This design comes from an exercise in tuning for small area, a short achievable clock period and few clock cycles on the open sky130 flow, not from production work.
At most, simulation tests tie the RTL to the original design; equivalence was not proved.

Setup of the reference run:
Design julia_worker, start of the top module:
module julia_worker (
	input  logic               tb_clk,
	input  logic               rst,
	input  logic               start,
	input  logic [19:0]        pixel,   
	input  logic [43:0]        c,       
	input  logic               mc_busy,
	output logic               ready,
	output logic               done,
	output logic [63:0]        result   
);
For scale: ~19,000 µm² of cells after synthesis.
clock: 14.0 ns
lec_check: 0
cap_margin: 60
core_margin: 2
core_utilization: 40
slew_margin: 60
synth_hierarchical: 1
synth_minimum_keep_size: 0
run.sh (not shown) runs the stock make flow with config.mk's settings and CLKGATE_MAP_FILE= SYNTH_SCRIPT=/design/flow/synth_recipe.tcl, a recipe that flattens the netlist after the stock synthesis.
The reference run closes out successfully: all stages finished, all timing, DRC and antenna checks passed.
Testbench counts of the reference run, summed over its fixed seeds: cycles 102,501.
--- input diff the reference run..the trial run ---
--- a/flow/design.v
+++ b/flow/design.v
@@ -148,18 +148,15 @@
 	assign btwo[5] = (yb[12] & ~yb[11] & ~yb[10]) | (~yb[12] & yb[11] & yb[10]);
 	assign bpp5 = (({15{bone[5]}} & xs1) | ({15{btwo[5]}} & xs2)) ^ {15{bneg[5]}};
 	assign bneg[6] = yb[14];
 	assign bone[6] = yb[13] ^ yb[12];
 	assign btwo[6] = (yb[14] & ~yb[13] & ~yb[12]) | (~yb[14] & yb[13] & yb[12]);
 	assign bpp6 = (({15{bone[6]}} & xs1) | ({15{btwo[6]}} & xs2)) ^ {15{bneg[6]}};
-	assign ca_s = {1'b0, ta_r0[10:0]} + {1'b0, ta_r1[10:0]};
-	assign cb_s = {1'b0, tb_r0[10:0]} + {1'b0, tb_r1[10:0]};
-	assign cp_s = {1'b0, tp_r0[10:0]} + {1'b0, tp_r1[10:0]};
-	assign ca = ca_s[11];
-	assign cb = cb_s[11];
-	assign cp = cp_s[11];
+	jw_add #(.W(11)) u_ca (.a(ta_r0[10:0]), .b(ta_r1[10:0]), .ci(1'b0), .s(ca_s[10:0]), .co(ca));
+	jw_add #(.W(11)) u_cb (.a(tb_r0[10:0]), .b(tb_r1[10:0]), .ci(1'b0), .s(cb_s[10:0]), .co(cb));
+	jw_add #(.W(11)) u_cp (.a(tp_r0[10:0]), .b(tp_r1[10:0]), .ci(1'b0), .s(cp_s[10:0]), .co(cp));
 	jw_ha u_ta1 (.a(xr[2]), .b((xr[0] & xr[3])), .s(tas1), .co(tac1));
 	jw_ha u_ta2 (.a((xr[0] & xr[4])), .b((xr[1] & xr[3])), .s(tas2), .co(tac2));
 	jw_fa u_ta3 (.a(xr[3]), .b((xr[0] & xr[5])), .c((xr[1] & xr[4])), .s(tas3), .co(tac3));
 	jw_ha u_ta4 (.a((xr[2] & xr[3])), .b(tac2), .s(tas4), .co(tac4));
 	jw_fa u_ta5 (.a((xr[0] & xr[6])), .b((xr[1] & xr[5])), .c((xr[2] & xr[4])), .s(tas5), .co(tac5));
 	jw_ha u_ta6 (.a(tac3), .b(tac4), .s(tas6), .co(tac6));
@@ -495,27 +492,39 @@
 	jw_fa u_ti326 (.a(cim[12]), .b(tp_r0[22]), .c(tp_r1[22]), .s(tis326), .co(tic326));
 	jw_fa u_ti327 (.a(cim[13]), .b(tp_r0[23]), .c(tp_r1[23]), .s(tis327), .co(tic327));
 	jw_fa u_ti328 (.a(cim[14]), .b(tp_r0[24]), .c(tp_r1[24]), .s(tis328), .co(tic328));
 	assign tis329 = cim[14] ^ tp_r0[25] ^ tp_r1[25];
 	assign ti_r0 = {tic328, tic327, tic326, tic325, tic324, tic323, tic322, tic321, tic320, tic319, tic318, tic317, tic316, tic315, tp_r1[11]};
 	assign ti_r1 = {tis329, tis328, tis327, tis326, tis325, tis324, tis323, tis322, tis321, tis320, tis319, tis318, tis317, tis316, tis315};
-	assign esum = te_r0 + te_r1 + ca;
+	jw_add #(.W(17)) u_esum (.a(te_r0), .b(te_r1), .ci(ca), .s(esum), .co());
 	assign escaped = ~esum[16];
-	assign nre = tr_r0 + tr_r1 + ca;
-	assign nim = {ti_r0 + ti_r1 + cp, cim[0]};
+	jw_add #(.W(16)) u_nre (.a(tr_r0), .b(tr_r1), .ci(ca), .s(nre), .co());
+	jw_add #(.W(15)) u_nim (.a(ti_r0), .b(ti_r1), .ci(cp), .s(nim[15:1]), .co());
+	assign nim[0] = cim[0];
 endmodule
 module jw_fa (
 	input  logic a,
 	input  logic b,
 	input  logic c,
 	output logic s,
 	output logic co
 );
 	assign s  = a ^ b ^ c;
 	assign co = (a & b) | (a & c) | (b & c);
 endmodule
+module jw_add #(
+	parameter int W = 16
+) (
+	input  logic [W-1:0] a,
+	input  logic [W-1:0] b,
+	input  logic         ci,
+	output logic [W-1:0] s,
+	output logic         co
+);
+	assign {co, s} = a + b + ci;
+endmodule
 module jw_ha (
 	input  logic a,
 	input  logic b,
 	output logic s,
 	output logic co
 );
@@ -569,12 +578,13 @@
 	logic        w_black;     
 	logic        esc_q;       
 	logic        per_q;       
 	logic        res_free;
 	logic        sure_esc;
 	logic        stop;
+	logic        late_stop;   
 	logic        step;
 	logic        transfer;
 	logic [19:0] res_index;
 	logic [19:0] pix_index;
 	logic [7:0]  res_count;
 	logic        res_black;
@@ -582,13 +592,13 @@
 		.xr       (xr),
 		.xi       (xi),
 		.ovr      (ovr),
 		.ovi      (ovi),
 		.sure_esc (sure_esc)
 	);
-	assign stop = esc_q | per_q | sure_esc | (count == 8'(MAX_ITER));
+	assign stop = late_stop | sure_esc;
 	assign step = busy & ~waiting & ~stop;
 	jw_control u_control (
 		.rst      (rst),
 		.start    (start),
 		.mc_busy  (mc_busy),
 		.busy     (busy),
@@ -610,18 +620,20 @@
 		if (rst) begin
 			busy    <= 1'b0;
 			waiting <= 1'b0;
 			done    <= 1'b0;
 			esc_q   <= 1'b0;
 			per_q   <= 1'b0;
+			late_stop <= 1'b0;
 		end else begin
 			busy    <= load | (busy & ~transfer);
 			waiting <= busy & ~load & ~res_free & (waiting | stop);
 			done    <= transfer | (done & mc_busy);
 			esc_q   <= step & tree_escaped;
 			per_q   <= step & periodic;
+			late_stop <= step & (tree_escaped | periodic | (count == 8'(MAX_ITER - 1)));
 		end
 		if (~waiting) begin
 			w_dec   <= esc_q;
 			w_black <= ~esc_q & (per_q | (count == 8'(MAX_ITER)));
 		end
 	end
Results
- Each of the runs, namely the trial run and the reference run, reached the end of the flow and came out clean.
- Compared with the reference run, the trial run improves fmax.
- Share of final layout cell area taken by non-clock buffers: the trial run < the reference run
- Sequential share of layout area for the trial run: 1.3 points down relative to the reference run
- When the trial run is measured against the reference run, its shortest period the worst path allows turns out 0.068 ns lower.
- The reference run → the trial run: critical path depth decreased by 2 relative to the old numbers, detailed-route wire length shows an increase of 4.9 mm.
- For storage element area, the trial run and the reference run come out practically identical.
- The trial run against the reference run: initial standard-cell utilization of the core moved up.
Function not checked in the trial run: the RTL went through the layout flow alone.

---

the baseline:
julia_worker, a different RTL version from the one above (not shown whole).
Size: roughly 2000 cells after synthesis, roughly 130 I/O pins, roughly 18000 um2 of cells after synthesis.
==> module julia_worker, before the edit <==
module julia_worker (
	input  logic               tb_clk,
	input  logic               rst,
	input  logic               start,
	input  logic [19:0]        pixel,   
	input  logic [43:0]        c,       
	input  logic               mc_busy,
	output logic               ready,
	output logic               done,
	output logic [63:0]        result   
);
	logic        busy;
	logic        load;
	logic        escaped;
	logic        tree_escaped;
	logic        finish;
	logic        periodic;
	logic [7:0]  count;
	logic [19:0] pix_q;
	logic [13:0] xr, xi, xr0, xi0;
	logic        ovr, ovi;
	logic [15:0] nre, nim;
	logic [14:0] cre, cim, cre0, cim0;
	logic [27:0] z_seen;
	jw_control u_control (
		.tb_clk  (tb_clk),
		.rst     (rst),
		.start   (start),
		.mc_busy (mc_busy),
		.finish  (finish),
		.ready   (ready),
		.done    (done),
		.busy    (busy),
		.load    (load)
	);
	iter_counter u_counter (
		.tb_clk   (tb_clk),
		.load     (load),
		.step     (busy & ~escaped),
		.periodic (busy & periodic),
		.count    (count)
	);
	jw_start u_start (
		.pixel (pixel),
		.c     (c),
		.xr    (xr0),
		.xi    (xi0),
		.cre   (cre0),
		.cim   (cim0)
	);
	jw_step u_step (
		.xr      (xr),
		.xi      (xi),
		.cre     (cre),
		.cim     (cim),
		.escaped (tree_escaped),
		.nre     (nre),
		.nim     (nim)
	);
	assign escaped = tree_escaped | ovr | ovi;
	always_ff @(posedge tb_clk) begin
		if (count[3:0] == 4'd0) begin
			z_seen <= {xr, xi};
		end
	end
	assign periodic = (count != 8'd0) & ~ovr & ~ovi & ({xr, xi} == z_seen);
	assign finish = busy & (escaped | periodic | (count == 8'(MAX_ITER - 1)));
	always_ff @(posedge tb_clk) begin
		if (load) begin
			{xr, ovr} <= {xr0, 1'b0};
			{xi, ovi} <= {xi0, 1'b0};
		end else begin
			{xr, ovr} <= {nre[13:0], nre[15:13] != {3{nre[13]}}};
			{xi, ovi} <= {nim[13:0], nim[15:13] != {3{nim[13]}}};
		end
		if (load) begin
			cre   <= cre0;
			cim   <= cim0;
			pix_q <= pixel;
		end
	end
	pixel_result u_result (
		.pix    (pix_q),
		.count  (count),
		.result (result)
	);
endmodule
export LEC_CHECK = 0
export CAP_MARGIN = 60
export CORE_MARGIN = 2
export CORE_UTILIZATION = 40
export SLEW_MARGIN = 60
create_clock -name core_clock -period 14.0 [get_ports {tb_clk}]
Testbench counts of the baseline, summed over its fixed seeds: cycles 104,985.
The inputs of the candidate differ from those of the baseline as listed below.
--- a/flow/design.v
+++ b/flow/design.v
@@ -885,4 +885,5 @@
 	logic [14:0] cre, cim, cre0, cim0;
 	logic [27:0] z_seen;
+	logic        next_escapes;
 	jw_control u_control (
 		.tb_clk  (tb_clk),
@@ -927,5 +928,10 @@
 	end
 	assign periodic = (count != 8'd0) & ~ovr & ~ovi & ({xr, xi} == z_seen);
-	assign finish = busy & (escaped | periodic | (count == 8'(MAX_ITER - 1)));
+	jw_escape_ahead u_ahead (
+		.nre          (nre),
+		.nim          (nim),
+		.next_escapes (next_escapes)
+	);
+	assign finish = busy & (escaped | periodic | next_escapes | (count == 8'(MAX_ITER - 1)));
 	always_ff @(posedge tb_clk) begin
 		if (load) begin
@@ -965,2 +971,37 @@
 	assign cim = clamp15(c[21:0]);
 endmodule
+module jw_escape_ahead (
+	input  logic [15:0] nre,
+	input  logic [15:0] nim,
+	output logic        next_escapes
+);
+	logic [15:0] mr, mi;
+	logic [4:0]  ar, ai;
+	logic [4:0]  ai_min;
+	assign mr = nre ^ {16{nre[15]}};
+	assign mi = nim ^ {16{nim[15]}};
+	assign ar = mr[12:8];
+	assign ai = mi[12:8];
+	always_comb begin
+		case (ar)
+			5'd0, 5'd1:   ai_min = 5'd17 - 5'(ar);
+			5'd2:         ai_min = 5'd16;
+			5'd3:         ai_min = 5'd16;
+			5'd4:         ai_min = 5'd16;
+			5'd5:         ai_min = 5'd16;
+			5'd6:         ai_min = 5'd15;
+			5'd7:         ai_min = 5'd15;
+			5'd8:         ai_min = 5'd14;
+			5'd9:         ai_min = 5'd14;
+			5'd10:        ai_min = 5'd13;
+			5'd11:        ai_min = 5'd12;
+			5'd12:        ai_min = 5'd11;
+			5'd13:        ai_min = 5'd10;
+			5'd14:        ai_min = 5'd8;
+			5'd15:        ai_min = 5'd6;
+			5'd16:        ai_min = 5'd1;
+			default:      ai_min = 5'd0;
+		endcase
+	end
+	assign next_escapes = (|mr[15:13]) | (|mi[15:13]) | (ai >= ai_min);
+endmodule
[summary]
The candidate finished end to end and its layout was clean on timing, DRC and antenna. Looking at number of global-route vias before repair, the candidate sits 972 above the baseline. Per the comparison of the candidate with the baseline, worst hold slack shows an increase of 0.012 ns, ratio of final minimum period to clock period shows an increase of 11 points. The candidate gives less count of non-CTS buffers in the layout than the baseline did. | xor-xnor portion of the synthesized cell area | the candidate vs the baseline | ≈ equal |. The baseline reports its slowest cell on the critical path as clkdlybuf4s50_1 while the candidate reports dfxtp_2. Looking at category of the critical setup timing path, the reg -> reg result is from the candidate; the in -> out one comes from the baseline. [compare] base=the baseline new=the candidate: fmax has decreased; design area grew by 680 um2; synthesized-area fraction occupied by adder cells lower. Changes observed in the candidate relative to the baseline: final routed wire length divided by cell count up 0.96%; total of fill cells in the finished design grew by 60.
Testbench counts of the candidate, summed over its fixed seeds: cycles 102,279.

---

Another version of the RTL of julia_worker (not shown whole).
Size in the first run: about 1800 cells after synthesis, roughly 130 I/O pins, roughly 0.019 mm2 of cells after synthesis.
==> module julia_worker, before the edit <==
module julia_worker (
	input  logic               tb_clk,
	input  logic               rst,
	input  logic               start,
	input  logic [19:0]        pixel,   
	input  logic [43:0]        c,       
	input  logic               mc_busy,
	output logic               ready,
	output logic               done,
	output logic [63:0]        result   
);
	logic        busy;
	logic        load;
	logic        tree_escaped;
	logic        periodic;
	logic [7:0]  count;
	logic [19:0] pix_q;
	logic [13:0] xr, xi, xr0, xi0;
	logic [1:0]  xr_top, xi_top;    
	logic        ovr, ovi;
	logic [15:0] nre, nim;
	logic [14:0] cre, cim, cre0, cim0;
	logic [27:0] z_seen;
	logic        waiting;     
	logic        w_dec;       
	logic        w_black;     
	logic        esc_q;       
	logic        per_q;       
	logic        res_free;
	logic        sure_esc;
	logic        stop;
	logic        step;
	logic        transfer;
	logic [19:0] res_index;
	logic [19:0] pix_index;
	logic [7:0]  res_count;
	logic        res_black;
	jw_sure_escape u_sure (
		.xr       (xr),
		.xi       (xi),
		.ovr      (ovr),
		.ovi      (ovi),
		.sure_esc (sure_esc)
	);
	assign stop = esc_q | per_q | sure_esc | (count == 8'(MAX_ITER));
	assign step = busy & ~waiting & ~stop;
	jw_control u_control (
		.rst      (rst),
		.start    (start),
		.mc_busy  (mc_busy),
		.busy     (busy),
		.waiting  (waiting),
		.done     (done),
		.stop     (stop),
		.ready    (ready),
		.load     (load),
		.res_free (res_free)
	);
	iter_counter u_counter (
		.tb_clk   (tb_clk),
		.load     (load),
		.step     (step),
		.count    (count)
	);
	assign transfer = busy & res_free & (waiting | stop);
	always_ff @(posedge tb_clk) begin
		if (rst) begin
			busy    <= 1'b0;
			waiting <= 1'b0;
			done    <= 1'b0;
			esc_q   <= 1'b0;
			per_q   <= 1'b0;
		end else begin
			busy    <= load | (busy & ~transfer);
			waiting <= busy & ~load & ~res_free & (waiting | stop);
			done    <= transfer | (done & mc_busy);
			esc_q   <= step & tree_escaped;
			per_q   <= step & periodic;
		end
		if (~waiting) begin
			w_dec   <= esc_q;
			w_black <= ~esc_q & (per_q | (count == 8'(MAX_ITER)));
		end
	end
	always_ff @(posedge tb_clk) begin
		if (res_free) begin
			res_index <= pix_index;
			if (waiting) begin
				res_count <= w_dec ? count - 8'd1 : count;
				res_black <= w_black;
			end else begin
				res_count <= esc_q ? count - 8'd1 : count;
				res_black <= ~esc_q & (per_q | (count == 8'(MAX_ITER)));
			end
		end
	end
	jw_start u_start (
		.pixel (pixel),
		.c     (c),
		.xr    (xr0),
		.xi    (xi0),
		.cre   (cre0),
		.cim   (cim0)
	);
	jw_step u_step (
		.xr      (xr),
		.xi      (xi),
		.cre     (cre),
		.cim     (cim),
		.escaped (tree_escaped),
		.nre     (nre),
		.nim     (nim)
	);
	always_ff @(posedge tb_clk) begin
		if (count[3:0] == 4'd0) begin
			z_seen <= {xr, xi};
		end
	end
	assign periodic = (count != 8'd0) & ~ovr & ~ovi & ({xr, xi} == z_seen);
	assign ovr = {xr_top, xr[13]} != {3{xr[13]}};
	assign ovi = {xi_top, xi[13]} != {3{xi[13]}};
	always_ff @(posedge tb_clk) begin
		if (load) begin
			{xr_top, xr} <= {{2{xr0[13]}}, xr0};
			{xi_top, xi} <= {{2{xi0[13]}}, xi0};
		end else begin
			{xr_top, xr} <= nre;
			{xi_top, xi} <= nim;
		end
		if (load) begin
			cre   <= cre0;
			cim   <= cim0;
			pix_q <= pixel;
		end
	end
	assign pix_index = {pix_q[9:0], 9'd0} + {2'd0, pix_q[9:0], 7'd0} + 20'(pix_q[19:10]);
	pixel_result u_result (
		.index  (res_index),
		.count  (res_count),
		.black  (res_black),
		.result (result)
	);
endmodule
==> module jw_sure_escape, before the edit <==
module jw_sure_escape (
	input  logic [13:0] xr,
	input  logic [13:0] xi,
	input  logic        ovr,
	input  logic        ovi,
	output logic        sure_esc
);
	logic [12:0] mr, mi;
	logic        big_r, big_i;
	assign mr = xr[12:0] ^ {13{xr[13]}};
	assign mi = xi[12:0] ^ {13{xi[13]}};
	assign big_r = mr[12] & (|mr[11:0]);
	assign big_i = mi[12] & (|mi[11:0]);
	assign sure_esc = ovr | ovi | big_r | big_i;
endmodule
clock: 14.0 ns
lec_check: 0
cap_margin: 60
core_margin: 2
core_utilization: 40
slew_margin: 60
synth_hierarchical: 1
synth_minimum_keep_size: 0
Change:
--- a/flow/design.v
+++ b/flow/design.v
@@ -565,13 +565,12 @@
 	logic [14:0] cre, cim, cre0, cim0;
 	logic [27:0] z_seen;
 	logic        waiting;     
 	logic        w_dec;       
 	logic        w_black;     
 	logic        esc_q;       
-	logic        per_q;       
 	logic        res_free;
 	logic        sure_esc;
 	logic        stop;
 	logic        step;
 	logic        transfer;
 	logic [19:0] res_index;
@@ -582,13 +581,13 @@
 		.xr       (xr),
 		.xi       (xi),
 		.ovr      (ovr),
 		.ovi      (ovi),
 		.sure_esc (sure_esc)
 	);
-	assign stop = esc_q | per_q | sure_esc | (count == 8'(MAX_ITER));
+	assign stop = esc_q | sure_esc | periodic | (count == 8'(MAX_ITER));
 	assign step = busy & ~waiting & ~stop;
 	jw_control u_control (
 		.rst      (rst),
 		.start    (start),
 		.mc_busy  (mc_busy),
 		.busy     (busy),
@@ -609,34 +608,32 @@
 	always_ff @(posedge tb_clk) begin
 		if (rst) begin
 			busy    <= 1'b0;
 			waiting <= 1'b0;
 			done    <= 1'b0;
 			esc_q   <= 1'b0;
-			per_q   <= 1'b0;
 		end else begin
 			busy    <= load | (busy & ~transfer);
 			waiting <= busy & ~load & ~res_free & (waiting | stop);
 			done    <= transfer | (done & mc_busy);
 			esc_q   <= step & tree_escaped;
-			per_q   <= step & periodic;
 		end
 		if (~waiting) begin
 			w_dec   <= esc_q;
-			w_black <= ~esc_q & (per_q | (count == 8'(MAX_ITER)));
+			w_black <= ~esc_q & (periodic | (count == 8'(MAX_ITER)));
 		end
 	end
 	always_ff @(posedge tb_clk) begin
 		if (res_free) begin
 			res_index <= pix_index;
 			if (waiting) begin
 				res_count <= w_dec ? count - 8'd1 : count;
 				res_black <= w_black;
 			end else begin
 				res_count <= esc_q ? count - 8'd1 : count;
-				res_black <= ~esc_q & (per_q | (count == 8'(MAX_ITER)));
+				res_black <= ~esc_q & (periodic | (count == 8'(MAX_ITER)));
 			end
 		end
 	end
 	jw_start u_start (
 		.pixel (pixel),
 		.c     (c),
@@ -706,13 +703,15 @@
 	input  logic [13:0] xi,
 	input  logic        ovr,
 	input  logic        ovi,
 	output logic        sure_esc
 );
 	logic [12:0] mr, mi;
-	logic        big_r, big_i;
+	logic        big_r, big_i, mid_r, mid_i;
 	assign mr = xr[12:0] ^ {13{xr[13]}};
 	assign mi = xi[12:0] ^ {13{xi[13]}};
 	assign big_r = mr[12] & (|mr[11:0]);
 	assign big_i = mi[12] & (|mi[11:0]);
-	assign sure_esc = ovr | ovi | big_r | big_i;
+	assign mid_r = mr[12] | (mr[11] & (mr[10] | (mr[9] & mr[8] & mr[7])));
+	assign mid_i = mi[12] | (mi[11] & (mi[10] | (mi[9] & mi[8] & mi[7])));
+	assign sure_esc = ovr | ovi | big_r | big_i | (mid_r & mid_i);
 endmodule
Effect: Flip-flop and latch count drops by 1. Wire length stays flat. Worst setup slack loses 0.11 ns. Critical path depth climbs by 1. Global-route usage climbs by 0.26 points. Worst hold slack hardly moves. Cell area drops slightly. Cell count drops slightly.
Testbench counts after the change, summed over its fixed seeds: cycles 102,383.
Only the layout flow was run in the first run of this note; the RTL was not checked for function there.

==> port drivers added, routing unchanged <==
No port has a modelled driver above. Below, the same layouts with a new extraction and two added sets of constraints. Step 1: set_driving_cell puts a clkbuf_16 on tb_clk and a buf_2 on each other input, an assumption about the parent block. Step 2 moves the port delays by t, midway between the first and last clock arrival at a register: inputs arrive t later, outputs are due t later. That takes back most of the time a late clock gives input paths. Slacks: ideal / step 1 / step 2; pairs: ideal / step 1.
run | shift t [ns] | setup slack, ns | pins driven straight from the clock port
the reference run | 0.516 | 7.747 / 7.693 / 7.832 | 1
the trial run | 0.497 | 7.816 / 7.764 / 7.945 | 1
the baseline | 0.489 | 7.164 / 7.134 / 7.134 | 1
the candidate | 0.538 | 5.674 / 5.674 / 5.674 | 1
the first run of note 3 | 0.491 | 7.741 / 7.692 / 7.804 | 1
the second run of note 3 | 0.495 | 7.633 / 7.585 / 7.774 | 1
After both steps every run listed still meets setup and hold. The setup slack of the baseline, which loses most, moves by -0.030 ns with the drivers and by -0.030 ns with both steps.
